Context: an optimization exercise on an open-source flow, tuned for small area and a short achievable clock period. The choices shown serve that exercise and are no tape-out recipe.
In this exercise RTL edits were held to simulation tests only and were not proved equivalent to the original.
No activity file was given, so power comes from the tool's default toggle rates.

**design/flow/config.mk**
```make
export PLATFORM = sky130hd
export DESIGN_NAME = echo_train_gen
export DESIGN_NICKNAME = echo_train_gen
export VERILOG_FILES = /design/flow/design.v
export SDC_FILE = /design/flow/constraint.sdc
export NUM_CORES = 4
export LEC_CHECK = 0
export CAP_MARGIN = 20
export CORE_MARGIN = 2
export CORE_UTILIZATION = 40
export SETUP_SLACK_MARGIN = 5
export SLEW_MARGIN = 20
```
**design/flow/constraint.sdc**
```tcl
create_clock -name core_clock -period 10.5 [get_ports {clk}]
set_input_delay 2.1000 -clock core_clock [delete_from_list [all_inputs] [get_ports {clk}]]
set_output_delay 2.1000 -clock core_clock [all_outputs]
set_load 0.01 [all_outputs]
```
**design/flow/design.v**
```verilog
module echo_train_gen #(
  parameter int N_ECHO  = 5,
  parameter int DW      = 10,
  parameter int CNT_W   = 16,
  parameter int PERIOD  = 200,
  parameter int NOISE_W = 4
) (
  input  logic                          clk,
  input  logic                          reset,
  input  logic                          start,
  input  logic                          stop,
  input  logic                          mode,
  input  logic                          noise_en,
  input  logic [8*(N_ECHO+1)-1:0]       amp_i,
  input  logic [CNT_W*(N_ECHO+1)-1:0]   delay_i,
  output logic [DW-1:0]                 sum_o,
  output logic [7:0]                    start_o,
  output logic                          busy,
  output logic                          frame_o
);
  localparam int NP = N_ECHO + 1;
  logic             run_q;
  logic             last_q;
  logic             first_q;
  logic [7:0]       cnt_q;
  logic [15:0]      lfsr_q;
  logic [DW-1:0]    sum_q;
  logic [7:0]       st_q;
  logic             frame_q;
  logic [7:0]       amp_q [NP];
  logic [8:0]       pos_q [NP];
  logic [7:0]       sb_q  [NP];
  logic [7:0]       h1_q  [NP];
  logic [7:0]       h2_q  [NP];
  logic             hc_q  [NP];
  logic [10:0]      y1_q, y2_q, y3_q;
  logic [7:0]       p0_q;
  logic go, ld;
  assign go = run_q && !stop;
  assign ld = !run_q || last_q;
  logic [7:0] sb_d [NP];
  for (genvar k = 0; k < NP; k++) begin : g_shape
    logic [8:0] u;
    logic       win;
    logic [7:0] s4;
    assign u = pos_q[k];
    assign win = (u[8:4] == 5'd0 && u[3:0] <= 4'd11) || (u[8:2] == 7'h7F);
    localparam logic [127:0] SHAPE4 = 128'h230e0502050e23477cb9ebffebb97c47;
    assign s4 = SHAPE4[8*u[3:0] +: 8];
    assign sb_d[k] = win ? s4 : 8'd0;
  end
  logic [7:0] h1_d [NP];
  logic [7:0] h2_d [NP];
  logic       hc_d [NP];
  for (genvar k = 0; k < NP; k++) begin : g_mul
    etg_mul u_mul (.a(amp_q[k]), .s(sb_q[k]), .h1(h1_d[k]), .h2(h2_d[k]), .hc(hc_d[k]));
  end
  logic [10:0] y1_d, y2_d, y3_d;
  etg_sum u_sum (
    .h1({h1_q[5], h1_q[4], h1_q[3], h1_q[2], h1_q[1], h1_q[0]}),
    .h2({h2_q[5], h2_q[4], h2_q[3], h2_q[2], h2_q[1], h2_q[0]}),
    .hc({hc_q[5], hc_q[4], hc_q[3], hc_q[2], hc_q[1], hc_q[0]}),
    .y1(y1_d), .y2(y2_d), .y3(y3_d));
  logic       v0   [NP];
  logic       z0_q [NP];  
  for (genvar k = 0; k < NP; k++) begin : g_early
    assign v0[k] = z0_q[k] && amp_q[k][7];
  end
  logic [7:0] sb_in [NP];    
  logic [1:0] h1_in [NP];    
  logic       h2_in [NP];
  logic       hc_in [NP];
  logic       z0_in [NP];
  logic [8:0] pos_in [NP];
  always_comb begin
    for (int k = 0; k < NP; k++) begin
      logic [7:0]  a;
      logic [15:0] d;
      logic        hz, d0, d1, d2;
      logic [8:0]  lo5;
      a  = amp_i[8*k +: 8];
      d  = delay_i[CNT_W*k +: CNT_W];
      hz = d[15:2] == 14'd0;
      d0 = hz && d[1:0] == 2'd0;
      d1 = hz && d[1:0] == 2'd1;
      d2 = hz && d[1:0] == 2'd2;
      lo5 = {1'b0, a[5:0], 2'b00} + {1'b0, a};
      z0_in[k]  = d0;
      sb_in[k]  = d0 ? 8'd14 : d1 ? 8'd5 : d2 ? 8'd2 : 8'd0;
      h1_in[k]  = d0 ? a[7:6] : 2'd0;
      h2_in[k]  = d1 && a[7];
      hc_in[k]  = d0 && lo5[8];
      pos_in[k] = (d[15:8] != 8'd0) ? 9'h100 : {1'b1, ~d[7:0]};
    end
  end
  logic [2:0] x0;
  logic [4:0] x0n;
  logic s1, c1, s2, c2, s3, c3, s4, c4;
  assign s1 = v0[0] ^ v0[1] ^ v0[2];
  assign c1 = (v0[0] & v0[1]) | (v0[2] & (v0[0] ^ v0[1]));
  assign s2 = v0[3] ^ v0[4] ^ v0[5];
  assign c2 = (v0[3] & v0[4]) | (v0[5] & (v0[3] ^ v0[4]));
  assign s3 = s1 ^ s2 ^ lfsr_q[0];
  assign c3 = (s1 & s2) | (lfsr_q[0] & (s1 ^ s2));
  assign s4 = c1 ^ c2 ^ lfsr_q[1];
  assign c4 = (c1 & c2) | (lfsr_q[1] & (c1 ^ c2));
  assign x0  = {1'b0, c1, s1} + {1'b0, c2, s2};
  assign x0n = {1'b0, lfsr_q[3:2], s4, s3} + {1'b0, c4, c3, 1'b0};
  logic [10:0]   xs, xns;
  logic [DW-1:0] xsat, xnsat;
  assign xs    = y1_q + y2_q + y3_q;
  assign xns   = y1_q + y2_q + y3_q + 11'(lfsr_q[3:0]);
  assign xsat  = first_q ? 10'(x0)  : xs[10]  ? 10'd1023 : xs[9:0];
  assign xnsat = first_q ? 10'(x0n) : xns[10] ? 10'd1023 : xns[9:0];
  always_ff @(posedge clk or posedge reset) begin
    if (reset) begin
      run_q   <= 1'b0;
      lfsr_q  <= 16'hACE1;
      sum_q   <= '0;
      st_q    <= '0;
      frame_q <= 1'b0;
    end else begin
      run_q   <= run_q ? !(stop || (last_q && !mode)) : (start && !stop);
      if (run_q) lfsr_q <= {lfsr_q[0] ^ lfsr_q[2] ^ lfsr_q[3] ^ lfsr_q[5], lfsr_q[15:1]};
      sum_q   <= go ? (noise_en ? xnsat : xsat) : 10'd0;
      st_q    <= go ? (first_q ? {7'd0, v0[0]} : p0_q) : 8'd0;
      frame_q <= go && last_q;
    end
  end
  always_ff @(posedge clk) begin
    cnt_q   <= ld ? 8'd0 : cnt_q + 8'd1;
    last_q  <= run_q && cnt_q == 8'(PERIOD - 2);
    first_q <= ld;
    for (int k = 0; k < NP; k++) begin
      if (ld) begin
        amp_q[k] <= amp_i[8*k +: 8];
        z0_q[k]  <= z0_in[k];
        pos_q[k] <= pos_in[k];
        sb_q[k]  <= sb_in[k];
        h1_q[k]  <= {6'd0, h1_in[k]};
        h2_q[k]  <= {7'd0, h2_in[k]};
        hc_q[k]  <= hc_in[k];
      end else begin
        pos_q[k] <= pos_q[k] + 9'd1;
        sb_q[k]  <= sb_d[k];
        h1_q[k]  <= h1_d[k];
        h2_q[k]  <= h2_d[k];
        hc_q[k]  <= hc_d[k];
      end
    end
    y1_q <= y1_d;
    y2_q <= y2_d;
    y3_q <= y3_d;
    p0_q <= h1_q[0] + h2_q[0] + {7'd0, hc_q[0]};
  end
  assign sum_o   = sum_q;
  assign start_o = st_q;
  assign frame_o = frame_q;
  assign busy    = run_q;
endmodule
module etg_mul (input logic [7:0] a, input logic [7:0] s, output logic [7:0] h1, output logic [7:0] h2, output logic hc);
  logic t1, t2, t3, t4, t5, t6, t7, t8, t9, t10, t11, t12, t13, t14, t15, t16;
  logic t17, t18, t19, t20, t21, t22, t23, t24, t25, t26, t27, t28, t29, t30, t31, t32;
  logic t33, t34, t35, t36, t37, t38, t39, t40, t41, t42, t43, t44, t45, t46, t47, t48;
  logic t49, t50, t51, t52, t53, t54, t55, t56, t57, t58, t59, t60, t61, t62, t63, t64;
  logic t65, t66, t67, t68, t69, t70, t71, t72, t73, t74, t75, t76, t77, t78, t79, t80;
  logic t81, t82, t83, t84;
  assign t1 = (a[0] & s[6]) ^ (a[1] & s[5]);
  assign t2 = (a[0] & s[6]) & (a[1] & s[5]);
  assign t3 = (a[0] & s[7]) ^ (a[1] & s[6]) ^ (a[2] & s[5]);
  assign t4 = ((a[0] & s[7]) & (a[1] & s[6])) | ((a[2] & s[5]) & ((a[0] & s[7]) ^ (a[1] & s[6])));
  assign t5 = (a[3] & s[4]) ^ (a[4] & s[3]);
  assign t6 = (a[3] & s[4]) & (a[4] & s[3]);
  assign t7 = (a[1] & s[7]) ^ (a[2] & s[6]) ^ (a[3] & s[5]);
  assign t8 = ((a[1] & s[7]) & (a[2] & s[6])) | ((a[3] & s[5]) & ((a[1] & s[7]) ^ (a[2] & s[6])));
  assign t9 = (a[4] & s[4]) ^ (a[5] & s[3]);
  assign t10 = (a[4] & s[4]) & (a[5] & s[3]);
  assign t11 = (a[2] & s[7]) ^ (a[3] & s[6]) ^ (a[4] & s[5]);
  assign t12 = ((a[2] & s[7]) & (a[3] & s[6])) | ((a[4] & s[5]) & ((a[2] & s[7]) ^ (a[3] & s[6])));
  assign t13 = (a[0] & s[4]) ^ (a[1] & s[3]);
  assign t14 = (a[0] & s[4]) & (a[1] & s[3]);
  assign t15 = (a[0] & s[5]) ^ (a[1] & s[4]) ^ (a[2] & s[3]);
  assign t16 = ((a[0] & s[5]) & (a[1] & s[4])) | ((a[2] & s[3]) & ((a[0] & s[5]) ^ (a[1] & s[4])));
  assign t17 = (a[3] & s[2]) ^ (a[4] & s[1]);
  assign t18 = (a[3] & s[2]) & (a[4] & s[1]);
  assign t19 = t1 ^ (a[2] & s[4]) ^ (a[3] & s[3]);
  assign t20 = (t1 & (a[2] & s[4])) | ((a[3] & s[3]) & (t1 ^ (a[2] & s[4])));
  assign t21 = (a[4] & s[2]) ^ (a[5] & s[1]) ^ (a[6] & s[0]);
  assign t22 = ((a[4] & s[2]) & (a[5] & s[1])) | ((a[6] & s[0]) & ((a[4] & s[2]) ^ (a[5] & s[1])));
  assign t23 = t2 ^ t3 ^ t5;
  assign t24 = (t2 & t3) | (t5 & (t2 ^ t3));
  assign t25 = (a[5] & s[2]) ^ (a[6] & s[1]) ^ (a[7] & s[0]);
  assign t26 = ((a[5] & s[2]) & (a[6] & s[1])) | ((a[7] & s[0]) & ((a[5] & s[2]) ^ (a[6] & s[1])));
  assign t27 = t4 ^ t6 ^ t7;
  assign t28 = (t4 & t6) | (t7 & (t4 ^ t6));
  assign t29 = t9 ^ (a[6] & s[2]) ^ (a[7] & s[1]);
  assign t30 = (t9 & (a[6] & s[2])) | ((a[7] & s[1]) & (t9 ^ (a[6] & s[2])));
  assign t31 = t8 ^ t10 ^ t11;
  assign t32 = (t8 & t10) | (t11 & (t8 ^ t10));
  assign t33 = (a[5] & s[4]) ^ (a[6] & s[3]) ^ (a[7] & s[2]);
  assign t34 = ((a[5] & s[4]) & (a[6] & s[3])) | ((a[7] & s[2]) & ((a[5] & s[4]) ^ (a[6] & s[3])));
  assign t35 = t12 ^ (a[3] & s[7]) ^ (a[4] & s[6]);
  assign t36 = (t12 & (a[3] & s[7])) | ((a[4] & s[6]) & (t12 ^ (a[3] & s[7])));
  assign t37 = (a[5] & s[5]) ^ (a[6] & s[4]) ^ (a[7] & s[3]);
  assign t38 = ((a[5] & s[5]) & (a[6] & s[4])) | ((a[7] & s[3]) & ((a[5] & s[5]) ^ (a[6] & s[4])));
  assign t39 = (a[4] & s[7]) ^ (a[5] & s[6]) ^ (a[6] & s[5]);
  assign t40 = ((a[4] & s[7]) & (a[5] & s[6])) | ((a[6] & s[5]) & ((a[4] & s[7]) ^ (a[5] & s[6])));
  assign t41 = (a[0] & s[3]) ^ (a[1] & s[2]);
  assign t42 = (a[0] & s[3]) & (a[1] & s[2]);
  assign t43 = t13 ^ (a[2] & s[2]) ^ (a[3] & s[1]);
  assign t44 = (t13 & (a[2] & s[2])) | ((a[3] & s[1]) & (t13 ^ (a[2] & s[2])));
  assign t45 = t14 ^ t15 ^ t17;
  assign t46 = (t14 & t15) | (t17 & (t14 ^ t15));
  assign t47 = t16 ^ t18 ^ t19;
  assign t48 = (t16 & t18) | (t19 & (t16 ^ t18));
  assign t49 = t20 ^ t22 ^ t23;
  assign t50 = (t20 & t22) | (t23 & (t20 ^ t22));
  assign t51 = t24 ^ t26 ^ t27;
  assign t52 = (t24 & t26) | (t27 & (t24 ^ t26));
  assign t53 = t28 ^ t30 ^ t31;
  assign t54 = (t28 & t30) | (t31 & (t28 ^ t30));
  assign t55 = t32 ^ t34 ^ t35;
  assign t56 = (t32 & t34) | (t35 & (t32 ^ t34));
  assign t57 = t36 ^ t38 ^ t39;
  assign t58 = (t36 & t38) | (t39 & (t36 ^ t38));
  assign t59 = t40 ^ (a[5] & s[7]) ^ (a[6] & s[6]);
  assign t60 = (t40 & (a[5] & s[7])) | ((a[6] & s[6]) & (t40 ^ (a[5] & s[7])));
  assign t61 = (a[0] & s[2]) ^ (a[1] & s[1]);
  assign t62 = (a[0] & s[2]) & (a[1] & s[1]);
  assign t63 = t41 ^ (a[2] & s[1]) ^ (a[3] & s[0]);
  assign t64 = (t41 & (a[2] & s[1])) | ((a[3] & s[0]) & (t41 ^ (a[2] & s[1])));
  assign t65 = t42 ^ t43 ^ (a[4] & s[0]);
  assign t66 = (t42 & t43) | ((a[4] & s[0]) & (t42 ^ t43));
  assign t67 = t44 ^ t45 ^ (a[5] & s[0]);
  assign t68 = (t44 & t45) | ((a[5] & s[0]) & (t44 ^ t45));
  assign t69 = t46 ^ t47 ^ t21;
  assign t70 = (t46 & t47) | (t21 & (t46 ^ t47));
  assign t71 = t48 ^ t49 ^ t25;
  assign t72 = (t48 & t49) | (t25 & (t48 ^ t49));
  assign t73 = t50 ^ t51 ^ t29;
  assign t74 = (t50 & t51) | (t29 & (t50 ^ t51));
  assign t75 = t52 ^ t53 ^ t33;
  assign t76 = (t52 & t53) | (t33 & (t52 ^ t53));
  assign t77 = t54 ^ t55 ^ t37;
  assign t78 = (t54 & t55) | (t37 & (t54 ^ t55));
  assign t79 = t56 ^ t57 ^ (a[7] & s[4]);
  assign t80 = (t56 & t57) | ((a[7] & s[4]) & (t56 ^ t57));
  assign t81 = t58 ^ t59 ^ (a[7] & s[5]);
  assign t82 = (t58 & t59) | ((a[7] & s[5]) & (t58 ^ t59));
  assign t83 = t60 ^ (a[6] & s[7]) ^ (a[7] & s[6]);
  assign t84 = (t60 & (a[6] & s[7])) | ((a[7] & s[6]) & (t60 ^ (a[6] & s[7])));
  logic [15:0] r1;
  assign r1 = {1'b0, t84, t82, t80, t78, t76, t74, t72, t70, t68, t66, t64, t62, t61, (a[0] & s[1]), (a[0] & s[0])};
  logic [15:0] r2;
  assign r2 = {1'b0, (a[7] & s[7]), t83, t81, t79, t77, t75, t73, t71, t69, t67, t65, t63, (a[2] & s[0]), (a[1] & s[0]), 1'b0};
  logic [8:0] lo;
  assign lo = {1'b0, r1[7:0]} + {1'b0, r2[7:0]};
  assign hc = lo[8];
  assign h1 = r1[15:8];
  assign h2 = r2[15:8];
endmodule
module etg_sum (input logic [47:0] h1, input logic [47:0] h2, input logic [5:0] hc, output logic [10:0] y1, output logic [10:0] y2, output logic [10:0] y3);
  logic t1, t2, t3, t4, t5, t6, t7, t8, t9, t10, t11, t12, t13, t14, t15, t16;
  logic t17, t18, t19, t20, t21, t22, t23, t24, t25, t26, t27, t28, t29, t30, t31, t32;
  logic t33, t34, t35, t36, t37, t38, t39, t40, t41, t42, t43, t44, t45, t46, t47, t48;
  logic t49, t50, t51, t52, t53, t54, t55, t56, t57, t58, t59, t60, t61, t62, t63, t64;
  logic t65, t66, t67, t68, t69, t70, t71, t72, t73, t74, t75, t76, t77, t78, t79, t80;
  logic t81, t82, t83, t84, t85, t86, t87, t88, t89, t90, t91, t92, t93, t94, t95, t96;
  logic t97, t98, t99, t100, t101, t102, t103, t104, t105, t106, t107, t108, t109, t110, t111, t112;
  logic t113, t114, t115, t116, t117, t118, t119, t120, t121, t122, t123, t124, t125, t126, t127, t128;
  logic t129, t130, t131, t132, t133, t134, t135, t136, t137, t138, t139, t140, t141, t142, t143, t144;
  logic t145, t146, t147, t148, t149, t150, t151, t152, t153, t154, t155, t156, t157, t158, t159, t160;
  logic t161, t162, t163, t164, t165, t166, t167, t168;
  assign t1 = h1[0] ^ h2[0] ^ hc[0];
  assign t2 = (h1[0] & h2[0]) | (hc[0] & (h1[0] ^ h2[0]));
  assign t3 = h1[8] ^ h2[8] ^ hc[1];
  assign t4 = (h1[8] & h2[8]) | (hc[1] & (h1[8] ^ h2[8]));
  assign t5 = h1[16] ^ h2[16];
  assign t6 = h1[16] & h2[16];
  assign t7 = h1[1] ^ h2[1] ^ h1[9];
  assign t8 = (h1[1] & h2[1]) | (h1[9] & (h1[1] ^ h2[1]));
  assign t9 = t1 ^ t3 ^ t5;
  assign t10 = (t1 & t3) | (t5 & (t1 ^ t3));
  assign t11 = hc[2] ^ h1[24] ^ h2[24];
  assign t12 = (hc[2] & h1[24]) | (h2[24] & (hc[2] ^ h1[24]));
  assign t13 = t2 ^ t4 ^ t6;
  assign t14 = (t2 & t4) | (t6 & (t2 ^ t4));
  assign t15 = t7 ^ h2[9] ^ h1[17];
  assign t16 = (t7 & h2[9]) | (h1[17] & (t7 ^ h2[9]));
  assign t17 = h2[17] ^ h1[25] ^ h2[25];
  assign t18 = (h2[17] & h1[25]) | (h2[25] & (h2[17] ^ h1[25]));
  assign t19 = t8 ^ h1[2] ^ h2[2];
  assign t20 = (t8 & h1[2]) | (h2[2] & (t8 ^ h1[2]));
  assign t21 = h1[10] ^ h2[10] ^ h1[18];
  assign t22 = (h1[10] & h2[10]) | (h1[18] & (h1[10] ^ h2[10]));
  assign t23 = h2[18] ^ h1[26] ^ h2[26];
  assign t24 = (h2[18] & h1[26]) | (h2[26] & (h2[18] ^ h1[26]));
  assign t25 = h1[34] ^ h2[34];
  assign t26 = h1[34] & h2[34];
  assign t27 = h1[3] ^ h2[3] ^ h1[11];
  assign t28 = (h1[3] & h2[3]) | (h1[11] & (h1[3] ^ h2[3]));
  assign t29 = h2[11] ^ h1[19] ^ h2[19];
  assign t30 = (h2[11] & h1[19]) | (h2[19] & (h2[11] ^ h1[19]));
  assign t31 = h1[27] ^ h2[27] ^ h1[35];
  assign t32 = (h1[27] & h2[27]) | (h1[35] & (h1[27] ^ h2[27]));
  assign t33 = h2[35] ^ h1[43];
  assign t34 = h2[35] & h1[43];
  assign t35 = h1[4] ^ h2[4] ^ h1[12];
  assign t36 = (h1[4] & h2[4]) | (h1[12] & (h1[4] ^ h2[4]));
  assign t37 = h2[12] ^ h1[20] ^ h2[20];
  assign t38 = (h2[12] & h1[20]) | (h2[20] & (h2[12] ^ h1[20]));
  assign t39 = h1[28] ^ h2[28] ^ h1[36];
  assign t40 = (h1[28] & h2[28]) | (h1[36] & (h1[28] ^ h2[28]));
  assign t41 = h2[36] ^ h1[44];
  assign t42 = h2[36] & h1[44];
  assign t43 = h1[5] ^ h2[5] ^ h1[13];
  assign t44 = (h1[5] & h2[5]) | (h1[13] & (h1[5] ^ h2[5]));
  assign t45 = h2[13] ^ h1[21] ^ h2[21];
  assign t46 = (h2[13] & h1[21]) | (h2[21] & (h2[13] ^ h1[21]));
  assign t47 = h1[29] ^ h2[29] ^ h1[37];
  assign t48 = (h1[29] & h2[29]) | (h1[37] & (h1[29] ^ h2[29]));
  assign t49 = h2[37] ^ h1[45];
  assign t50 = h2[37] & h1[45];
  assign t51 = h1[6] ^ h2[6] ^ h1[14];
  assign t52 = (h1[6] & h2[6]) | (h1[14] & (h1[6] ^ h2[6]));
  assign t53 = h2[14] ^ h1[22] ^ h2[22];
  assign t54 = (h2[14] & h1[22]) | (h2[22] & (h2[14] ^ h1[22]));
  assign t55 = h1[30] ^ h2[30] ^ h1[38];
  assign t56 = (h1[30] & h2[30]) | (h1[38] & (h1[30] ^ h2[30]));
  assign t57 = h2[38] ^ h1[46];
  assign t58 = h2[38] & h1[46];
  assign t59 = h1[7] ^ h2[7] ^ h1[15];
  assign t60 = (h1[7] & h2[7]) | (h1[15] & (h1[7] ^ h2[7]));
  assign t61 = h2[15] ^ h1[23] ^ h2[23];
  assign t62 = (h2[15] & h1[23]) | (h2[23] & (h2[15] ^ h1[23]));
  assign t63 = h1[31] ^ h2[31] ^ h1[39];
  assign t64 = (h1[31] & h2[31]) | (h1[39] & (h1[31] ^ h2[31]));
  assign t65 = h2[39] ^ h1[47];
  assign t66 = h2[39] & h1[47];
  assign t67 = t9 ^ t11 ^ hc[3];
  assign t68 = (t9 & t11) | (hc[3] & (t9 ^ t11));
  assign t69 = h1[32] ^ h2[32];
  assign t70 = h1[32] & h2[32];
  assign t71 = t10 ^ t12 ^ t13;
  assign t72 = (t10 & t12) | (t13 & (t10 ^ t12));
  assign t73 = t15 ^ t17 ^ h1[33];
  assign t74 = (t15 & t17) | (h1[33] & (t15 ^ t17));
  assign t75 = h2[33] ^ h1[41];
  assign t76 = h2[33] & h1[41];
  assign t77 = t14 ^ t16 ^ t18;
  assign t78 = (t14 & t16) | (t18 & (t14 ^ t16));
  assign t79 = t19 ^ t21 ^ t23;
  assign t80 = (t19 & t21) | (t23 & (t19 ^ t21));
  assign t81 = t25 ^ h1[42] ^ h2[42];
  assign t82 = (t25 & h1[42]) | (h2[42] & (t25 ^ h1[42]));
  assign t83 = t20 ^ t22 ^ t24;
  assign t84 = (t20 & t22) | (t24 & (t20 ^ t22));
  assign t85 = t26 ^ t27 ^ t29;
  assign t86 = (t26 & t27) | (t29 & (t26 ^ t27));
  assign t87 = t31 ^ t33 ^ h2[43];
  assign t88 = (t31 & t33) | (h2[43] & (t31 ^ t33));
  assign t89 = t28 ^ t30 ^ t32;
  assign t90 = (t28 & t30) | (t32 & (t28 ^ t30));
  assign t91 = t34 ^ t35 ^ t37;
  assign t92 = (t34 & t35) | (t37 & (t34 ^ t35));
  assign t93 = t39 ^ t41 ^ h2[44];
  assign t94 = (t39 & t41) | (h2[44] & (t39 ^ t41));
  assign t95 = t36 ^ t38 ^ t40;
  assign t96 = (t36 & t38) | (t40 & (t36 ^ t38));
  assign t97 = t42 ^ t43 ^ t45;
  assign t98 = (t42 & t43) | (t45 & (t42 ^ t43));
  assign t99 = t47 ^ t49 ^ h2[45];
  assign t100 = (t47 & t49) | (h2[45] & (t47 ^ t49));
  assign t101 = t44 ^ t46 ^ t48;
  assign t102 = (t44 & t46) | (t48 & (t44 ^ t46));
  assign t103 = t50 ^ t51 ^ t53;
  assign t104 = (t50 & t51) | (t53 & (t50 ^ t51));
  assign t105 = t55 ^ t57 ^ h2[46];
  assign t106 = (t55 & t57) | (h2[46] & (t55 ^ t57));
  assign t107 = t52 ^ t54 ^ t56;
  assign t108 = (t52 & t54) | (t56 & (t52 ^ t54));
  assign t109 = t58 ^ t59 ^ t61;
  assign t110 = (t58 & t59) | (t61 & (t58 ^ t59));
  assign t111 = t63 ^ t65 ^ h2[47];
  assign t112 = (t63 & t65) | (h2[47] & (t63 ^ t65));
  assign t113 = t60 ^ t62;
  assign t114 = t60 & t62;
  assign t115 = t67 ^ t69 ^ hc[4];
  assign t116 = (t67 & t69) | (hc[4] & (t67 ^ t69));
  assign t117 = t68 ^ t70 ^ t71;
  assign t118 = (t68 & t70) | (t71 & (t68 ^ t70));
  assign t119 = t73 ^ t75;
  assign t120 = t73 & t75;
  assign t121 = t72 ^ t74 ^ t76;
  assign t122 = (t72 & t74) | (t76 & (t72 ^ t74));
  assign t123 = t77 ^ t79 ^ t81;
  assign t124 = (t77 & t79) | (t81 & (t77 ^ t79));
  assign t125 = t78 ^ t80 ^ t82;
  assign t126 = (t78 & t80) | (t82 & (t78 ^ t80));
  assign t127 = t83 ^ t85 ^ t87;
  assign t128 = (t83 & t85) | (t87 & (t83 ^ t85));
  assign t129 = t84 ^ t86 ^ t88;
  assign t130 = (t84 & t86) | (t88 & (t84 ^ t86));
  assign t131 = t89 ^ t91 ^ t93;
  assign t132 = (t89 & t91) | (t93 & (t89 ^ t91));
  assign t133 = t90 ^ t92 ^ t94;
  assign t134 = (t90 & t92) | (t94 & (t90 ^ t92));
  assign t135 = t95 ^ t97 ^ t99;
  assign t136 = (t95 & t97) | (t99 & (t95 ^ t97));
  assign t137 = t96 ^ t98 ^ t100;
  assign t138 = (t96 & t98) | (t100 & (t96 ^ t98));
  assign t139 = t101 ^ t103 ^ t105;
  assign t140 = (t101 & t103) | (t105 & (t101 ^ t103));
  assign t141 = t102 ^ t104 ^ t106;
  assign t142 = (t102 & t104) | (t106 & (t102 ^ t104));
  assign t143 = t107 ^ t109 ^ t111;
  assign t144 = (t107 & t109) | (t111 & (t107 ^ t109));
  assign t145 = t108 ^ t110 ^ t112;
  assign t146 = (t108 & t110) | (t112 & (t108 ^ t110));
  assign t147 = t113 ^ t64 ^ t66;
  assign t148 = (t113 & t64) | (t66 & (t113 ^ t64));
  assign t149 = t115 ^ h1[40];
  assign t150 = t115 & h1[40];
  assign t151 = t116 ^ t117 ^ t119;
  assign t152 = (t116 & t117) | (t119 & (t116 ^ t117));
  assign t153 = t118 ^ t120 ^ t121;
  assign t154 = (t118 & t120) | (t121 & (t118 ^ t120));
  assign t155 = t122 ^ t124 ^ t125;
  assign t156 = (t122 & t124) | (t125 & (t122 ^ t124));
  assign t157 = t126 ^ t128 ^ t129;
  assign t158 = (t126 & t128) | (t129 & (t126 ^ t128));
  assign t159 = t130 ^ t132 ^ t133;
  assign t160 = (t130 & t132) | (t133 & (t130 ^ t132));
  assign t161 = t134 ^ t136 ^ t137;
  assign t162 = (t134 & t136) | (t137 & (t134 ^ t136));
  assign t163 = t138 ^ t140 ^ t141;
  assign t164 = (t138 & t140) | (t141 & (t138 ^ t140));
  assign t165 = t142 ^ t144 ^ t145;
  assign t166 = (t142 & t144) | (t145 & (t142 ^ t144));
  assign t167 = t146 ^ t148;
  assign t168 = t146 & t148;
  logic [10:0] r1;
  assign r1 = {t168, t166, t164, t162, t160, t158, t156, t154, t152, t150, t149};
  logic [10:0] r2;
  assign r2 = {1'b0, t167, t165, t163, t161, t159, t157, t155, t153, t151, h2[40]};
  logic [10:0] r3;
  assign r3 = {1'b0, t114, t147, t143, t139, t135, t131, t127, t123, h2[41], hc[5]};
  assign y1 = r1;
  assign y2 = r2;
  assign y3 = r3;
endmodule
```
**design/flow/flow/run.sh**
```bash
#!/bin/bash
set -euo pipefail
MARGIN=${MARGIN:-6.5}
PORTBUF=${PORTBUF:-sky130_fd_sc_hd__buf_1}
sed -e "s/SETUP_SLACK_MARGIN=[0-9.]*/SETUP_SLACK_MARGIN=$MARGIN/" \
    -e "s/\"\${@:-finish}\"/BUFFER_PORTS_ARGS='-buffer_cell $PORTBUF' \"\${@:-finish}\"/" \
    standard.sh > standard_flow.sh
bash standard_flow.sh > standard.log 2>&1
```
**design/flow/standard.sh**
```bash
#!/bin/bash
# synth_recipe.tcl (not shown) runs the flow's synth.tcl, then flattens the netlist and writes it again
# the make line also repeats each setting of config.mk as NAME=value (left out here)
make -C /OpenROAD-flow-scripts/flow DESIGN_CONFIG=/design/flow/config.mk WORK_HOME=/design/flow/orfs CLKGATE_MAP_FILE= SYNTH_SCRIPT=/design/flow/synth_recipe.tcl "${@:-finish}"
```
==> impl_metrics.ini, run 1 <==
[clock_network]
clkTransAtPathRegs_ns = 0.06
cts_num_sinks = 327
numCtsBuffers = 39
clockBufferDepth = 3
cts_tree = yes
root_buffer = clkbuf_16
h-tree-depth = 2
clock_latency_ns = 0.56

[finish]
seq_area_sq_um = 7280
syn_to_final_growth_pct = 11.5
fin_nets = 3133
antenna_cells = 0
drive_gt1_share_pct = 4.94
fill_cells = 5505
final-instance-count-excl-fill = 3323
multi_input_area_sq_um = 15000

[synth]
synth.avg_cell_area_sq_um = 10.1
synth_cell_type_count = 70
async_reset_ff_share_pct = 11.0
ys_seq_area_share_pct = 30.6
synth_edf_count = 54
netlist_area_sq_um = 23800
synth_seq_cells = 327
netlist.area_leader.share_pct = 24.4
syn_nets = 2969
yosys.area.top_type = fa_1
synth_area_leaders = fa_1, dfxtp_1, ha_1
syn_inst = 2355
synth-main-ff-cell = dfxtp_1
ys.warnings.count = 34

[worst_setup_path]
max_stage_delay_ns = 0.84
critPathMaxFanout = 24
r2r_setup_slack_ns = 6.82
cp.depth = 1
r2r_start = run_q$_DFF_PP0_
crit_chain = buf_1
crit_path_start_kind = flip-flop
cp.required_ns = 8.40
cp_slowest_cell = dfrtp_1
rr_worst_depth = 9
r2r_end = h1_q[3][0]$_DFF_P_
endpoint_kind = output pin
path_delay_family = flip-flops
cp.arrival_ns = 1.66
crit_type = flip-flop to output pin
cp.buffers_inverters = 1

[floorplan]
ios = 170
initial_utilization_pct = 40.3
rows = 89
dieArea_sq_um = 61300
coreArea_sq_um = 58900
die_w_microns = 248
die_h_microns = 248

[sta]
max_freq_ghz = 0.266
tightest_slew_ns = 0.894
setup_violations = 0
finalSetupTns_ns = 0
rsz0062_at_grt = no
fin_crit_sh_pct = 35.8
finalCriticalPeriod_ns = 3.76
finalHoldViolations = 0
maxSlewHeadroom_pct = 40.4
drv_slew = 0
holdWs_ns = 0.335
clock_skew_ns = 0.0255

[place]
hpwlAfterDp_microns = 41200
gp_congestion = 0.854
placedCellCount = 3251
io_buffers = 169

[power]
p_sw_uw = 747
max-vdd-ir-drop_mv = 0.124
combPwrFrac_pct = 7.4
intPower_mw = 2.24
clkPwrFrac_pct = 45.2
sw_frac_of_total_pct = 25.0
seq_power_share_pct = 47.4
power_density_nw_per_um2 = 113
p_leak_nw = 11.7

[route]
drtAntennaViolNets = 0
routed_wirelength_microns = 51900
routed_via_density = 4.92
first_iter_violations = 717
wl_per_cell_microns = 15.6
drcViolationCount = 0
dr.pass1.iters = 5
vias = 16360

[global_routing]
grt_overflow_total = 0
grt_max_degree = 87
grt_usage_pct = 17.7
grt_pass1_vias = 17296
grt_antenna_before_repair = 0
grt_pass1_wl_microns = 87900

[worst_hold_path]
min_from = h2_q[5][1]$_SDFF_PN0_
hold_depth = 0
hp-class = flip-flop to flip-flop
hold_end = y3_q[1]$_DFF_P_

[run_status]
status = complete, no violations

[job]
cap_violations = 0
==> Yosys cell counts, drive strengths merged (6+ instances only) <==
| master | number |
|---|---|
| inv | 346 |
| fa | 290 |
| and2 | 286 |
| dfxtp | 237 |
| nand2 | 201 |
| ha | 174 |
| nor2 | 100 |
| o21ai | 76 |
| edfxtp | 54 |
| a21oi | 50 |
| clkbuf | 46 |
| xor2 | 41 |
| nand3 | 32 |
| nand2b | 30 |
| dfrtp | 28 |
| o22ai | 26 |
| xnor2 | 25 |
| nor2b | 23 |
| nor3 | 23 |
| o31ai | 23 |
| nor4 | 20 |
| a211oi | 19 |
| or3 | 19 |
| and3 | 17 |
| mux2 | 16 |
| o211ai | 12 |
| a21o | 11 |
| o21bai | 11 |
| or2 | 11 |
| nand4 | 9 |
| a31oi | 8 |
| dfstp | 8 |
| mux2i | 8 |
| a31o | 7 |
| a41o | 7 |
| a2111oi | 6 |
==> logic make-up (layout without fill, tap and decap cells) <==
family | Yosys count | count (layout) | synth area share [%]
flip-flops | 327 | 327 | 30.6
AO/OA/AOI/OAI | 286 | 286 | 7.96
buffers and inverters | 397 | 592 | 6.31
AND/OR/NAND/NOR | 786 | 786 | 17.4
adder cells (fa/ha/maj) | 464 | 464 | 33.6
XOR/XNOR | 66 | 66 | 2.50
multiplexers | 29 | 29 | 1.57
==> area by class of cell <==
cell class / instances / share of cell area (%)
Inverter: 346 / 4.93
Tap cell: 773 / 3.65
Timing Repair Buffer: 174 / 2.56
Sequential cell: 327 / 27.5
Clock buffer: 49 / 3.94
Multi-Input combinational cell: 1631 / 56.6
Clock inverter: 23 / 0.883
==> metrics by stage <==
stage	total power, mW	cell area (sq um)	setup slack, ns	utilization [%]
after floorplan	1.56	23800	6.98	-
after global routing	3.12	26500	6.53	45.0
final	2.98	26500	6.74	45.0
after global placement	1.65	25200	6.42	42.8
after detailed placement	1.66	25200	6.36	42.8
after CTS	3.03	26500	6.52	45.0
==> registers in the layout, summed over array words and instances, names as in the netlist <==
| name | count |
|---|---|
| y2_q | 9 |
| lfsr_q | 16 |
| h2_q | 42 |
| run_q | 1 |
| hc_q | 6 |
| sb_q | 48 |
| h1_q | 42 |
| p0_q | 8 |
| z0_q | 6 |
| cnt_q | 8 |
| amp_q | 48 |
| y1_q | 10 |
| st_q | 8 |
| first_q | 1 |
| y3_q | 8 |
| last_q | 1 |
| sum_q | 10 |
| pos_q | 54 |
| frame_q | 1 |
==> worst max-delay path by stage <==
stage,end,slack [ns],from
5_1_grt,h1_q[3][1]$_DFF_P_,6.53,run_q$_DFF_PP0_
3_3_place_gp,h1_q[3][0]$_DFF_P_,6.42,run_q$_DFF_PP0_
2_1_floorplan,h1_q[5][0]$_DFF_P_,6.98,delay_i[93]
3_5_place_dp,h1_q[3][0]$_DFF_P_,6.36,run_q$_DFF_PP0_
6_report,busy,6.74,run_q$_DFF_PP0_
4_1_cts,h1_q[3][0]$_DFF_P_,6.52,run_q$_DFF_PP0_
==> power by group through the flow <==
stage	clock, mW	sequential [mW]	combinational (mW)
floorplan	0	1.41	0.156
global placement	0	1.44	0.212
detailed placement	0	1.44	0.222
CTS	1.39	1.41	0.223
global route	1.45	1.42	0.249
finish	1.35	1.41	0.221
==> metal layers <==
layer	vias up	wire (microns)	global-route usage, %	part of all wire (%)
met5	-	0	0	0
met4	0	992	4.21	1.9
met3	68	1880	2.62	3.6
met2	285	25200	30.1	49
met1	8057	23800	23.9	46
li1	7950	-	-	-
==> cells in the final DEF, fill, tap and decap left out, types with 20 or more instances in the layout <==
cell type,count
o31ai_1,23
nor3_1,23
and2_1,286
clkbuf_16,40
dfrtp_1,28
nand2_1,201
fa_1,290
xor2_1,40
edfxtp_1,54
xnor2_1,24
nor2_1,100
a21oi_1,50
nand2b_1,30
dfxtp_1,237
nand3_1,32
buf_1,169
inv_1,345
nor2b_1,22
nor4_1,20
ha_1,174
o21ai_0,74
o22ai_1,26
==> repair_timing <==
item                       in CTS  in global routing
hold buffers                    0                  0
setup endpoints to repair       4                  5
gates resized for setup         1                  2
setup buffers                   0                  0
hold endpoints to repair        0                  0
pin swaps                       0                  0
==> run 2: changes to the inputs <==
==> design/flow/flow/run.sh (replaced) <==
#!/bin/bash
set -euo pipefail
MARGIN=${MARGIN:-7}
PORTBUF=${PORTBUF:-sky130_fd_sc_hd__buf_1}
sed -e "s/SETUP_SLACK_MARGIN=[0-9.]*/SETUP_SLACK_MARGIN=$MARGIN/" \
    -e "s/\"\${@:-finish}\"/BUFFER_PORTS_ARGS='-buffer_cell $PORTBUF' \"\${@:-finish}\"/" \
    standard.sh > standard_flow.sh
bash standard_flow.sh > standard.log 2>&1
==> run 2 against run 1 <==
Against the previous run: routed wire length is 3.4% higher; largest cell class unchanged; critical path depth is 9 higher; cell count is 1.1% higher; maximum frequency is 10% higher; die area stayed put; clock-buffer cell count is 4 higher.
==> impl_metrics.ini, run 2 <==
[floorplan]
rows = 89
die_w_microns = 248
initial_utilization_pct = 40.3
dieArea_sq_um = 61300
coreArea_sq_um = 58900
die_h_microns = 248
ios = 170

[route]
routed_via_density = 4.92
routed_wirelength_microns = 53700
wl_per_cell_microns = 16.0
vias = 16528
dr.pass1.iters = 5
drcViolationCount = 0
first_iter_violations = 671
drtAntennaViolNets = 0

[finish]
final_common_cell = inv_1
fin_nets = 3170
stdcell_area_sq_um = 27000
largest_register = pos_q
syn_to_final_growth_pct = 13.6
reg.largest.list = pos_q: 54 flops, amp_q: 48 flops, sb_q: 48 flops
drive_gt1_share_pct = 7.65
antenna_cells = 0
largest_reg_flops = 54
mostFrequentLayoutCells = inv_1, fa_1, and2_1

[synth]
synth_seq_cells = 327
synth.most_common_cell = inv_1
synth_cell_type_count = 70
synth.avg_cell_area_sq_um = 10.1
netlist.area_leader.share_pct = 24.4
yosys.area.top_type = fa_1
synth_area_leaders = fa_1, dfxtp_1, ha_1
synthTopCellsByCount = inv_1, fa_1, and2_1
syn_nets = 2969
netlist_area_sq_um = 23800
ys.warnings.count = 34
async_reset_ff_share_pct = 11.0
ys_seq_area_share_pct = 30.6
syn_inst = 2355
synth-main-ff-cell = dfxtp_1
synth_edf_count = 54

[sta]
drv_slew = 0
finalHoldViolations = 0
maxSlewHeadroom_pct = 48.2
tightest_slew_ns = 0.777
max_freq_ghz = 0.293
setup_violations = 0
rsz0062_at_grt = yes
finalSetupTns_ns = 0
clock_skew_ns = 0.0243
fin_crit_sh_pct = 32.5
finalCriticalPeriod_ns = 3.41

[clock_network]
clkTransAtPathRegs_ns = 0.06
numCtsBuffers = 39
clockBufferDepth = 3
cts_tree = yes
root_buffer = clkbuf_16
clock_latency_ns = 0.58
h-tree-depth = 2
cts_num_sinks = 327
ctsHoldBuffers = 0

[place]
gp_congestion = 0.833
place_area_sq_um = 25200
io_buffers = 169
hpwlAfterDp_microns = 41500

[job]
cap_violations = 0

[worst_setup_path]
cp.arrival_ns = 3.85
crit_type = flip-flop to flip-flop
endpoint_kind = flip-flop
critPathMostFrequentCell = fa_1
cp.buffers_inverters = 2
cp_slowest_cell = fa_1
critPathMaxFanout = 7
path_delay_family = adder cells
cp.required_ns = 10.94
max_stage_delay_ns = 0.50
crit_chain = and2_4 > fa_1 > inv_1 > fa_1 > fa_1 > inv_1 > fa_1 > ha_1 > a21oi_2 > o22ai_1
crit_path_start_kind = flip-flop

[global_routing]
grt_overflow_total = 0
grt_max_degree = 86
grt_pass1_wl_microns = 89300
grt_antenna_before_repair = 0
grt_usage_pct = 18.1
grt_pass1_vias = 17455

[run_status]
status = complete, no violations

[power]
p_leak_nw = 11.9
power_density_nw_per_um2 = 112
max-vdd-ir-drop_mv = 0.0951

[worst_hold_path]
hp-class = flip-flop to flip-flop
==> run 2: cell counts after synthesis <==
Identical to the previous run, type by type.
==> run 2: logic make-up (layout without fill, tap and decap cells) <==
logic type / Yosys count / after routing / share of synthesized area (%)
XOR/XNOR: 66 / 66 / 2.50
AND/OR/NAND/NOR: 786 / 786 / 17.4
flip-flops: 327 / 327 / 30.6
buffers and inverters: 397 / 629 / 6.31
adder cells (fa/ha/maj): 464 / 464 / 33.6
AO/OA/AOI/OAI: 286 / 286 / 7.96
multiplexers: 29 / 29 / 1.57
==> run 2: what timing repair did <==
action,CTS,global route
setup buffers,8,29
endpoints found under the setup margin,29,21
pin swaps,2,35
hold endpoints to repair,0,0
resized for setup,11,36
==> run 2: layout make-up <==
cell class                 instances  area, sq um
clock buffer                      53         1150
clock inverter                    19          160
fill                            5516        31900
inverter                         346         1320
multi-input combinational       1631        15200
sequential                       327         7280
tap                              773          967
timing repair buffer             211          961
==> run 2: per-stage QoR <==
step	hold WS [ns]	std cells	power (mW)	setup WS, ns	utilization, %
2_1_floorplan	0.310	2355	1.56	7.01	-
3_3_place_gp	0.312	3251	1.65	6.57	42.8
3_5_place_dp	0.323	3251	1.66	6.51	42.8
4_1_cts	0.331	3331	3.06	7.00	45.2
5_1_grt	0.330	3360	3.16	6.97	45.8
6_report	0.326	3360	3.03	7.09	45.8
==> run 2: per-layer routing <==
layer / part of all wire [%] / vias up / global-route usage, %
met5: 0 / - / 0
met4: 2.3 / 0 / 5.16
met3: 3.2 / 66 / 2.22
met2: 49 / 257 / 31.2
met1: 45 / 8186 / 24.0
li1: - / 8019 / -
==> run 2: power breakdown <==
group | internal [mW] | total [mW] | switching, mW
Combinational | 0.113 | 0.243 | 0.130
Clock | 0.806 | 1.37 | 0.568
Sequential | 1.34 | 1.41 | 0.0679
Total | 2.26 | 3.03 | 0.766
==> run 2: final timing paths <==
kind,startpoint,end,slack (ns),cells past startpoint
setup / recovery,amp_q[3][1]$_DFFE_PN_,hc_q[3]$_DFF_P_,7.09,10
hold / removal,h2_q[5][1]$_SDFF_PN0_,y3_q[1]$_DFF_P_,0.33,0
setup reg to reg,amp_q[3][1]$_DFFE_PN_,hc_q[3]$_DFF_P_,7.09,10
hold reg to reg,h2_q[5][1]$_SDFF_PN0_,y3_q[1]$_DFF_P_,0.33,0
max in group asynchronous,reset,run_q$_DFF_PP0_,8.53,3
min in group asynchronous,reset,st_q[6]$_DFF_PP0_,1.60,3
==> run 3: changes to the inputs <==
--- a/design/flow/design.v
+++ b/design/flow/design.v
@@ -28,7 +28,7 @@
   logic [7:0]       st_q;
   logic             frame_q;
   logic [7:0]       amp_q [NP];
-  logic [8:0]       pos_q [NP];
+  logic [7:0]       pos_q [NP];
   logic [7:0]       sb_q  [NP];
   logic [7:0]       h1_q  [NP];
   logic [7:0]       h2_q  [NP];
@@ -40,11 +40,11 @@
   assign ld = !run_q || last_q;
   logic [7:0] sb_d [NP];
   for (genvar k = 0; k < NP; k++) begin : g_shape
-    logic [8:0] u;
+    logic [7:0] u;
     logic       win;
     logic [7:0] s4;
     assign u = pos_q[k];
-    assign win = (u[8:4] == 5'd0 && u[3:0] <= 4'd11) || (u[8:2] == 7'h7F);
+    assign win = (u[7:4] == 4'd0 && u[3:0] <= 4'd11) || (u[7:2] == 6'h3F);
     localparam logic [127:0] SHAPE4 = 128'h230e0502050e23477cb9ebffebb97c47;
     assign s4 = SHAPE4[8*u[3:0] +: 8];
     assign sb_d[k] = win ? s4 : 8'd0;
@@ -71,7 +71,7 @@
   logic       h2_in [NP];
   logic       hc_in [NP];
   logic       z0_in [NP];
-  logic [8:0] pos_in [NP];
+  logic [7:0] pos_in [NP];
   always_comb begin
     for (int k = 0; k < NP; k++) begin
       logic [7:0]  a;
@@ -90,7 +90,7 @@
       h1_in[k]  = d0 ? a[7:6] : 2'd0;
       h2_in[k]  = d1 && a[7];
       hc_in[k]  = d0 && lo5[8];
-      pos_in[k] = (d[15:8] != 8'd0) ? 9'h100 : {1'b1, ~d[7:0]};
+      pos_in[k] = (d[15:8] != 8'd0 || d[7:0] >= 8'(PERIOD)) ? 8'd13 : ~d[7:0];
     end
   end
   logic [2:0] x0;
@@ -141,7 +141,7 @@
         h2_q[k]  <= {7'd0, h2_in[k]};
         hc_q[k]  <= hc_in[k];
       end else begin
-        pos_q[k] <= pos_q[k] + 9'd1;
+        pos_q[k] <= pos_q[k] + 8'd1;
         sb_q[k]  <= sb_d[k];
         h1_q[k]  <= h1_d[k];
         h2_q[k]  <= h2_d[k];
==> design/flow/flow/run.sh (replaced) <==
#!/bin/bash
set -euo pipefail
MARGIN=${MARGIN:-6.5}
PORTBUF=${PORTBUF:-sky130_fd_sc_hd__buf_1}
sed -e "s/SETUP_SLACK_MARGIN=[0-9.]*/SETUP_SLACK_MARGIN=$MARGIN/" \
    -e "s/\"\${@:-finish}\"/BUFFER_PORTS_ARGS='-buffer_cell $PORTBUF' \"\${@:-finish}\"/" \
    standard.sh > standard_flow.sh
bash standard_flow.sh > standard.log 2>&1
==> run 3 against run 2 <==
Against the previous run: cell count down 2.6%; global-route usage down 0.67 points; sequential power about the same; first-iteration DRC count up 26%; clock-buffer cell count down 1; synthesized cell count down 1.8%; critical path type is now flip-flop to output pin; design area down 2.8%; critical endpoint is now busy; power up 3.3%.
==> impl_metrics.ini, run 3 <==
[synth]
netlist_area_sq_um = 23500
synth_cell_type_count = 78
synth.avg_cell_area_sq_um = 10.2
synth_area_leaders = fa_1, dfxtp_1, ha_1
async_reset_ff_share_pct = 11.2
syn_nets = 2927
synth.most_common_cell = inv_1
synth-main-ff-cell = dfxtp_1
syn_inst = 2313
yosys.area.top_type = fa_1
synthTopCellsByCount = inv_1, fa_1, and2_1
netlist.area_leader.share_pct = 24.7
ys.warnings.count = 34
synth_edf_count = 54
synth_seq_cells = 321
ys_seq_area_share_pct = 30.5

[route]
dr.pass1.iters = 5
routed_via_density = 4.94
vias = 16165
routed_wirelength_microns = 50900
drcViolationCount = 0
first_iter_violations = 846
wl_per_cell_microns = 15.6
drtAntennaViolNets = 0

[place]
io_buffers = 169
hpwlAfterDp_microns = 40200
gp_congestion = 0.838
pre_cts_slack_ns = 6.53
placedCellCount = 3203

[finish]
utilization_pct = 45.3
syn_to_final_growth_pct = 11.7
fin_nets = 3092
drive_gt1_share_pct = 4.78
final-instance-count-excl-fill = 3273
antenna_cells = 0
final_common_cell = inv_1
mostFrequentLayoutCells = inv_1, fa_1, and2_1
reg.largest.list = amp_q: 48 flops, pos_q: 48 flops, sb_q: 48 flops

[worst_setup_path]
critPathMaxFanout = 24
crit_chain = buf_1
rr_worst_depth = 14
cp_slowest_cell = dfrtp_1
cp.arrival_ns = 1.67
cp.buffers_inverters = 1
path_delay_family = flip-flops
r2r_setup_slack_ns = 6.83
r2r_end = sum_q[0]$_DFF_PP0_
cp.required_ns = 8.40
crit_type = flip-flop to output pin
r2r_start = y1_q[1]$_DFF_P_
max_stage_delay_ns = 0.89
endpoint_kind = output pin
crit_path_start_kind = flip-flop

[clock_network]
root_buffer = clkbuf_16
ctsHoldBuffers = 0
clockBufferDepth = 3
clkTransAtPathRegs_ns = 0.06
clock_latency_ns = 0.57
postCtsSetupBuffers = 0
cts_tree = yes
h-tree-depth = 2
cts_resized = 0
cts_num_sinks = 321
numCtsBuffers = 38

[sta]
fin_ws_ns = 6.73
setup_violations = 0
finalSetupTns_ns = 0
maxSlewHeadroom_pct = 43.7
finalCriticalPeriod_ns = 3.77
finalHoldViolations = 0
max_freq_ghz = 0.265
drv_slew = 0
rsz0062_at_grt = no
fin_crit_sh_pct = 35.9
tightest_slew_ns = 0.845
clock_skew_ns = 0.0321

[power]
power_density_nw_per_um2 = 119
p_leak_nw = 11.7
max-vdd-ir-drop_mv = 0.0927

[floorplan]
die_w_microns = 246
initial_utilization_pct = 40.6
ios = 170
dieArea_sq_um = 60700
die_h_microns = 246
rows = 88
coreArea_sq_um = 57900

[global_routing]
grt_antenna_before_repair = 0
grt_pass1_wl_microns = 86300
grt_usage_pct = 17.5
grt_pass1_vias = 17131
grt_overflow_total = 0
grt_max_degree = 61

[worst_hold_path]
min_from = h2_q[5][1]$_SDFF_PN0_
hold_depth = 0
hold_end = y3_q[1]$_DFF_P_
hp-class = flip-flop to flip-flop

[run_status]
status = complete, no violations

[job]
cap_violations = 0
==> run 3: cell count changes in the layout (fill, tap and decap cells not counted), sizes merged, moves of 11 or more <==
cell,previous run,this run
nor2b,23,12
a22oi,0,17
xor2,41,22
buf,211,174
o31ai,23,11
==> run 3: power breakdown <==
part | internal (mW) | total, mW | switching [mW]
Clock | 0.819 | 1.37 | 0.548
Combinational | 0.154 | 0.337 | 0.183
Sequential | 1.33 | 1.42 | 0.0912
==> run 3: cells by family (layout without fill, tap and decap cells) <==
family                   after synthesis  in the layout  share of synthesized area (%)
AO/OA/AOI/OAI                        298            298                           8.54
XOR/XNOR                              57             57                           2.29
adder cells (fa/ha/maj)              464            464                           34.0
buffers and inverters                393            588                           6.38
flip-flops                           321            321                           30.5
multiplexers                          24             24                           1.42
AND/OR/NAND/NOR                      756            756                           16.9
==> run 3: how the worst max path moves through the flow <==
stage / startpoint / to / slack, ns / cells after the start
2_1_floorplan: delay_i[84] / h1_q[5][0]$_DFF_P_ / 6.75 / 6
3_3_place_gp: delay_i[84] / h1_q[5][1]$_DFF_P_ / 6.56 / 8
3_5_place_dp: delay_i[84] / h1_q[5][1]$_DFF_P_ / 6.53 / 8
4_1_cts: run_q$_DFF_PP0_ / busy / 6.65 / 1
5_1_grt: run_q$_DFF_PP0_ / pos_q[5][3]$_DFF_P_ / 6.60 / 7
6_report: run_q$_DFF_PP0_ / busy / 6.73 / 1
==> run 3: through the flow <==
| step | power [mW] | hold slack (ns) | area, sq um |
|---|---|---|---|
| finish | 3.13 | 0.343 | 26200 |
| global route | 3.28 | 0.358 | 26200 |
| CTS | 3.17 | 0.352 | 26200 |
| detailed placement | 1.79 | 0.337 | 24900 |
| global placement | 1.77 | 0.321 | 24900 |
| floorplan | 1.66 | 0.310 | 23500 |
==> run 3: worst register-to-register path, cell delays in order (launching register included) <==
cell      delay (ns)
dfxtp_1         0.31
inv_1           0.05
fa_1            0.46
inv_1           0.06
ha_1            0.20
inv_1           0.07
fa_1            0.50
inv_1           0.05
ha_1            0.34
a21o_1          0.13
a21oi_1         0.10
nor3b_1         0.34
and4bb_1        0.47
xnor2_4         0.13
o311a_1         0.36
==> run 3: area by class of cell <==
cell class	count	area [sq um]
fillers	5570	31700
multi-input cells	1599	14800
flip-flops and latches	321	7160
clock inverters	18	183
well taps	765	957
clock buffers	52	1140
inverters	344	1290
repair buffers	174	672
==> run 3: metal layers <==
metal  vias to the layer above  wire, microns  global-route usage, %
met3                        57           1830                   2.53
met4                         0            840                   3.69
met5                         -              0                      0
li1                       7834              -                      -
met2                       254          24700                   29.4
met1                      8020          23600                   23.8
==> run 4: changes to the inputs <==
==> design/flow/flow/run.sh (replaced) <==
#!/bin/bash
set -euo pipefail
MARGIN=${MARGIN:-7}
PORTBUF=${PORTBUF:-sky130_fd_sc_hd__buf_1}
sed -e "s/SETUP_SLACK_MARGIN=[0-9.]*/SETUP_SLACK_MARGIN=$MARGIN/" \
    -e "s/\"\${@:-finish}\"/BUFFER_PORTS_ARGS='-buffer_cell $PORTBUF' \"\${@:-finish}\"/" \
    standard.sh > standard_flow.sh
bash standard_flow.sh > standard.log 2>&1
--- a/design/flow/config.mk
+++ b/design/flow/config.mk
@@ -5,6 +5,7 @@
 export SDC_FILE = /design/flow/constraint.sdc
 export NUM_CORES = 4
 export LEC_CHECK = 0
+export ABC_AREA = 1
 export CAP_MARGIN = 20
 export CORE_MARGIN = 2
 export CORE_UTILIZATION = 40
==> run 4 against run 3 <==
Against the previous run: sequential share of layout area decreased by 0.97 points; synthesized area increased by 3.9%; worst setup slack improved by 0.28 ns; register-to-register slack improved by 0.18 ns; cell count increased by 18%; clock power increased by 3%; critical path type is now flip-flop to flip-flop; via count increased by 11%; maximum frequency increased by 8.0%; critical path depth increased by 13.
==> impl_metrics.ini, run 4 <==
[run_status]
status = complete, no violations

[place]
gp_congestion = 0.869
placedCellCount = 3775
hpwlAfterDp_microns = 42600
io_buffers = 169
place_area_sq_um = 25600

[sta]
holdWs_ns = 0.325
drv_slew = 0
clock_skew_ns = 0.0141
rsz0062_at_grt = yes
finalCriticalPeriod_ns = 3.49
tightest_slew_ns = 0.914
setup_violations = 0
max_freq_ghz = 0.286
maxSlewHeadroom_pct = 39.0
finalHoldViolations = 0
finalSetupTns_ns = 0
fin_crit_sh_pct = 33.2

[synth]
synth_xor_xnor_area_share_pct = 0.610
synth.most_common_cell = inv_1
yosys.area.top_type = fa_1
synth_compound_gate_area_share_pct = 8.04
synth_area_leaders = fa_1, dfxtp_1, inv_1
ys.warnings.count = 34
synthTopCellsByCount = inv_1, nand2_1, fa_1
synth-adder-area-share_pct = 32.7
synth_cell_type_count = 56
synth_seq_cells = 321
synth_top_family_by_area = adder cells
synth.area.mux_share_pct = 0
synth.avg_cell_area_sq_um = 8.33
synth_edf_count = 54
async_reset_ff_share_pct = 11.2
netlist_area_sq_um = 24400
netlist.area_leader.share_pct = 23.8
ys_seq_area_share_pct = 29.3
syn_nets = 3545
syn_inst = 2931
synth-main-ff-cell = dfxtp_1
synth_simple_gate_area_share_pct = 15.9

[worst_setup_path]
r2r_end = hc_q[2]$_DFF_P_
max_stage_delay_ns = 0.53
cp.required_ns = 10.97
rr_worst_depth = 14
critPathMaxFanout = 8
crit_chain = nand2_1 > inv_1 > fa_1 > inv_1 > fa_1 > fa_1 > inv_1 > fa_1 > ha_4 > nand2_2 > nor2_1 > o21ai_0 > o211ai_1 > a22o_1
endpoint = hc_q[2]$_DFF_P_
crit_path_start_kind = flip-flop
crit_type = flip-flop to flip-flop
r2r_setup_slack_ns = 7.01
cp_slowest_cell = fa_1
cp.arrival_ns = 3.96
critPathLaunch = amp_q[2][2]$_DFFE_PN_
endpoint_kind = flip-flop
r2r_start = amp_q[2][2]$_DFFE_PN_
critPathMostFrequentCell = fa_1

[clock_network]
ctsHoldBuffers = 0
root_buffer = clkbuf_16
numCtsBuffers = 40
cts_tree = yes
cts_num_sinks = 321
h-tree-depth = 2
clock_latency_ns = 0.58
clockBufferDepth = 3
clkTransAtPathRegs_ns = 0.06

[job]
cap_violations = 0

[worst_hold_path]
hp-class = flip-flop to flip-flop

[route]
drtAntennaViolNets = 0
drcViolationCount = 0
routed_via_density = 4.63
wl_per_cell_microns = 14.0
vias = 17965
first_iter_violations = 842
dr.pass1.iters = 5
routed_wirelength_microns = 54100

[global_routing]
grt_usage_pct = 17.8
grt_overflow_total = 0
grt_max_degree = 110
grt_antenna_before_repair = 0
grt_pass1_vias = 17993
grt_pass1_wl_microns = 91100

[floorplan]
coreArea_sq_um = 60400
ios = 170
die_w_microns = 251
rows = 90
initial_utilization_pct = 40.4
dieArea_sq_um = 63000
die_h_microns = 251

[finish]
fin_nets = 3676
final_common_cell = inv_1
drive_gt1_share_pct = 5.79
final-instance-count-excl-fill = 3876
reg.largest.list = amp_q: 48 flops, pos_q: 48 flops, sb_q: 48 flops
antenna_cells = 0
mostFrequentLayoutCells = inv_1, nand2_1, fa_1
fill_cells = 6063
syn_to_final_growth_pct = 11.6
stdcell_area_sq_um = 27200

[power]
p_leak_nw = 14.2
max-vdd-ir-drop_mv = 0.127
power_density_nw_per_um2 = 116
-- run 4: repair_timing --
| action | in CTS | in global routing |
|---|---|---|
| pin swaps | 2 | 35 |
| buffers inserted | 10 | 17 |
| resized for setup | 2 | 21 |
| setup endpoints to repair | 5 | 13 |
-- run 4: worst min-delay path by stage --
stage | slack (ns) | end | depth (start not counted) | from
floorplan | 0.31 | y2_q[0]$_DFF_P_ | 0 | h2_q[5][0]$_DFF_P_
global placement | 0.31 | y3_q[1]$_DFF_P_ | 0 | h2_q[5][1]$_SDFF_PN0_
detailed placement | 0.31 | y3_q[1]$_DFF_P_ | 0 | h2_q[5][1]$_SDFF_PN0_
CTS | 0.33 | y3_q[1]$_DFF_P_ | 0 | h2_q[5][1]$_SDFF_PN0_
global route | 0.33 | y3_q[1]$_DFF_P_ | 0 | h2_q[5][1]$_SDFF_PN0_
finish | 0.33 | y3_q[1]$_DFF_P_ | 0 | h2_q[5][1]$_SDFF_PN0_
-- run 4: area by class of cell --
class,count,area [sq um],area share (%)
sequential,321,7160,26.3
clock buffer,52,1140,4.17
timing repair buffer,200,867,3.18
clock inverter,22,204,0.749
inverter,756,2840,10.4
multi-input combinational,1743,14000,51.6
tap,782,978,3.59
-- run 4: critical path, delay by kind of cell (launching register included) --
family,cells,cell delay [ns]
adders and majority gates,5,2.13
buffers and inverters,3,0.15
AOI/OAI and AO/OA,3,0.38
and+or+nand+nor,3,0.23
DFF,1,0.51
-- run 4: stage by stage --
step | worst slack [ns] | total power [mW] | utilization [%]
finish | 7.01 | 3.16 | 45.1
global route | 6.87 | 3.32 | 45.1
CTS | 6.91 | 3.19 | 44.8
detailed placement | 6.85 | 1.77 | 42.5
global placement | 6.89 | 1.76 | 42.5
floorplan | 7.04 | 1.64 | -
-- run 4: power breakdown --
group          total, mW  switching (mW)  internal, mW
sequential          1.39          0.0803          1.31
combinational      0.371           0.235         0.137
clock               1.41           0.582         0.824
-- run 4: per-layer routing --
metal  global-route usage, %  vias up  share of wire (%)
met5                       0        -                  0
met4                    4.73        0                1.9
met3                    2.74       64                4.7
met2                    30.1      298                 47
met1                    23.8     8508                 46
li1                        -     9095                  -
-- run 4: logic make-up after synthesis --
logic type                 count (synthesis)
and+or+nand+nor                          934
adders and majority gates                464
DFF                                      321
buffers and inverters                    867
xor gates and xnor gates                  17
AOI/OAI and AO/OA                        328
==> run 5: changes to the inputs <==
--- a/design/flow/config.mk
+++ b/design/flow/config.mk
@@ -5,9 +5,10 @@
 export SDC_FILE = /design/flow/constraint.sdc
 export NUM_CORES = 4
 export LEC_CHECK = 0
-export ABC_AREA = 1
 export CAP_MARGIN = 20
 export CORE_MARGIN = 2
 export CORE_UTILIZATION = 40
+export CTS_BUF_LIST = sky130_fd_sc_hd__clkbuf_8
+export CTS_CLUSTER_SIZE = 30
 export SETUP_SLACK_MARGIN = 5
 export SLEW_MARGIN = 20
==> run 5 against run 4 <==
Against the previous run: register-to-register slack better by 0.07 ns; routed wire length shrank 3.5%; critical path depth is 4 lower; clock skew grew 0.024 ns; design area fell by 2.3%; sequential cell count unchanged; highest routed layer unchanged; first-iteration DRC count fell by 4.2%; combinational power is 1% lower; maximum frequency rose by 2.0%; die area shrank 3.7%; clock power down 7%.
==> impl_metrics.ini, run 5 <==
[worst_setup_path]
crit_type = flip-flop to flip-flop
rr_worst_depth = 10
critPathMaxFanout = 7
crit_path_start_kind = flip-flop
endpoint_kind = flip-flop
endpoint = hc_q[0]$_DFF_P_
critPathLaunch = amp_q[0][0]$_DFFE_PN_
r2r_start = amp_q[0][0]$_DFFE_PN_
cp.arrival_ns = 3.92
r2r_setup_slack_ns = 7.08
cp.required_ns = 11.00
r2r_end = hc_q[0]$_DFF_P_

[run_status]
status = complete, no violations

[synth]
async_reset_ff_share_pct = 11.2
ys.warnings.count = 34
synth_area_leaders = fa_1, dfxtp_1, ha_1
syn_inst = 2313
syn_nets = 2927
synth_seq_cells = 321
synth_edf_count = 54
synth_cell_type_count = 78
synth-main-ff-cell = dfxtp_1
synth.area.mux_share_pct = 1.42
synth_compound_gate_area_share_pct = 8.54
ys_seq_area_share_pct = 30.5
synth-adder-area-share_pct = 34.0
synth.most_common_cell = inv_1
synth.avg_cell_area_sq_um = 10.2
synth_simple_gate_area_share_pct = 16.9
yosys.area.top_type = fa_1
synth_xor_xnor_area_share_pct = 2.29
synth_top_family_by_area = adder cells
netlist_area_sq_um = 23500
synthTopCellsByCount = inv_1, fa_1, and2_1
netlist.area_leader.share_pct = 24.7

[floorplan]
initial_utilization_pct = 40.6
ios = 170
die_h_microns = 246
die_w_microns = 246
dieArea_sq_um = 60700
coreArea_sq_um = 57900
rows = 88

[sta]
finalHoldViolations = 0
tightest_slew_ns = 0.903
max_freq_ghz = 0.292
rsz0062_at_grt = yes
finalSetupTns_ns = 0
maxSlewHeadroom_pct = 39.8
clock_skew_ns = 0.0381
drv_slew = 0
fin_crit_sh_pct = 32.6
finalCriticalPeriod_ns = 3.42
setup_violations = 0

[route]
route.met3.wl_microns = 2080
dr.pass1.iters = 5
routed_wirelength_microns = 52200
wl_per_cell_microns = 15.7
drcViolationCount = 0
first_iter_violations = 807
drtAntennaViolNets = 0
routed_via_density = 4.96
vias = 16522
routed.top_layer = met4
met1_length_microns = 23400
route.met2.wl_microns = 25700

[power]
max-vdd-ir-drop_mv = 0.0765
power_density_nw_per_um2 = 116
p_leak_nw = 11.9

[clock_network]
cts_tree = yes
cts_num_sinks = 321
numCtsBuffers = 57
h-tree-depth = 2
clkTransAtPathRegs_ns = 0.06
clockBufferDepth = 3
root_buffer = clkbuf_8
clock_latency_ns = 0.67
ctsHoldBuffers = 0

[global_routing]
grt_overflow_total = 0
grt_max_degree = 77
grt_pass1_wl_microns = 86300
grt_pass1_vias = 17347
grt_antenna_before_repair = 1
grt_usage_pct = 17.6

[finish]
drive_gt1_share_pct = 8.30
fin_nets = 3132
utilization_pct = 45.9
syn_to_final_growth_pct = 13.3
final_common_cell = inv_1
mostFrequentLayoutCells = inv_1, fa_1, and2_1
reg.largest.list = amp_q: 48 flops, pos_q: 48 flops, sb_q: 48 flops

[job]
cap_violations = 0

[worst_hold_path]
hp-class = flip-flop to flip-flop
min_from = h2_q[5][1]$_SDFF_PN0_

[place]
gp_congestion = 0.869
hpwlAfterDp_microns = 40400
io_buffers = 169
run 5: critical path, stage by stage (launching register included):
cell and delay [ns]:
edfxtp_1 0.48, and2_4 0.21, fa_1 0.53, inv_1 0.05, fa_1 0.48, fa_1 0.50, inv_1 0.05, fa_1 0.47
ha_1 0.30, a21oi_2 0.12, o22ai_1 0.08
run 5: repair_timing:
item / CTS / global route
buffers inserted: 7 / 15
endpoints found under the setup margin: 11 / 15
pin swaps: 3 / 21
gates resized for setup: 13 / 31
run 5: final cells by class:
| type | instances | area, sq um |
|---|---|---|
| multi-input combinational | 1599 | 15000 |
| sequential | 321 | 7160 |
| tap | 765 | 957 |
| inverter | 344 | 1300 |
| timing repair buffer | 195 | 837 |
| fill | 5536 | 31300 |
| clock inverter | 38 | 372 |
| clock buffer | 68 | 936 |
| antenna | 1 | 2.50 |
run 5: report_power, final:
part / total, mW / internal [mW] / switching (mW) / leakage [nW]
clock network: 1.31 / 0.765 / 0.545 / 0.718
logic: 0.366 / 0.171 / 0.196 / 8.31
registers: 1.42 / 1.33 / 0.0876 / 2.87
total: 3.10 / 2.27 / 0.829 / 11.9
run 5: worst min-delay path by stage:
stage,endpoint,slack [ns],cells past startpoint
6_report,y3_q[1]$_DFF_P_,0.34,0
5_1_grt,y3_q[1]$_DFF_P_,0.34,0
4_1_cts,y3_q[1]$_DFF_P_,0.34,0
3_5_place_dp,y3_q[1]$_DFF_P_,0.33,0
3_3_place_gp,y3_q[1]$_DFF_P_,0.33,0
2_1_floorplan,y2_q[0]$_DFF_P_,0.31,0
run 5: kinds of logic after synthesis:
kind of cell | Yosys count
multiplexers | 24
XOR/XNOR | 57
AO/OA/AOI/OAI | 298
flip-flops | 321
buffers and inverters | 393
adder cells (fa/ha/maj) | 464
AND/OR/NAND/NOR | 756
run 5: through the flow:
step | power (mW) | cell area, sq um | std cells | worst slack, ns | hold slack (ns)
after floorplan | 1.66 | 23500 | 2313 | 6.78 | 0.310
after global placement | 1.77 | 25000 | 3202 | 6.60 | 0.329
final | 3.10 | 26600 | 3331 | 7.08 | 0.338
after global routing | 3.26 | 26600 | 3331 | 6.93 | 0.340
after CTS | 3.13 | 26400 | 3315 | 6.99 | 0.339
after detailed placement | 1.79 | 25000 | 3202 | 6.57 | 0.329
run 5: layer usage:
layer  vias up  global-route usage [%]
li1       7933                       -
met1      8199                    23.0
met2       308                    30.3
met3        82                    2.92
met4         0                    4.64
met5         -                       0

==> re-timing with driven ports <==
The results above use ideal ports. As a check the final layouts listed here were re-extracted and re-timed, cells and wires unchanged. Step 1: set_driving_cell puts a clkbuf_16 on clk and a buf_2 on each other input, an assumption about the parent block. Step 2, shift: input delay + t, output delay - t, t = (earliest + latest rising clock arrival at the registers) / 2. This alone moves slack from input paths to output paths. Slacks: ideal / step 1 / step 2; pairs: ideal / step 1.
run | t (ns) | slack for setup (ns) | worst setup path at the end | latest minus earliest clock arrival (ns)
run 1 | 0.611 | 6.742 / 6.682 / 6.565 | input to register | 0.028 / 0.027
run 2 | 0.621 | 7.091 / 7.047 / 6.678 | input to register | 0.026 / 0.027
run 3 | 0.609 | 6.732 / 6.673 / 6.516 | input to register | 0.032 / 0.033
run 4 | 0.633 | 7.009 / 7.009 / 6.913 | input to register | 0.016 / 0.016
run 5 | 0.703 | 7.078 / 7.073 / 6.572 | input to register | 0.038 / 0.038
After both steps setup and hold are still met in every run listed. The setup slack of run 5, which loses most, moves by -0.005 ns with the drivers and by -0.506 ns with both steps.
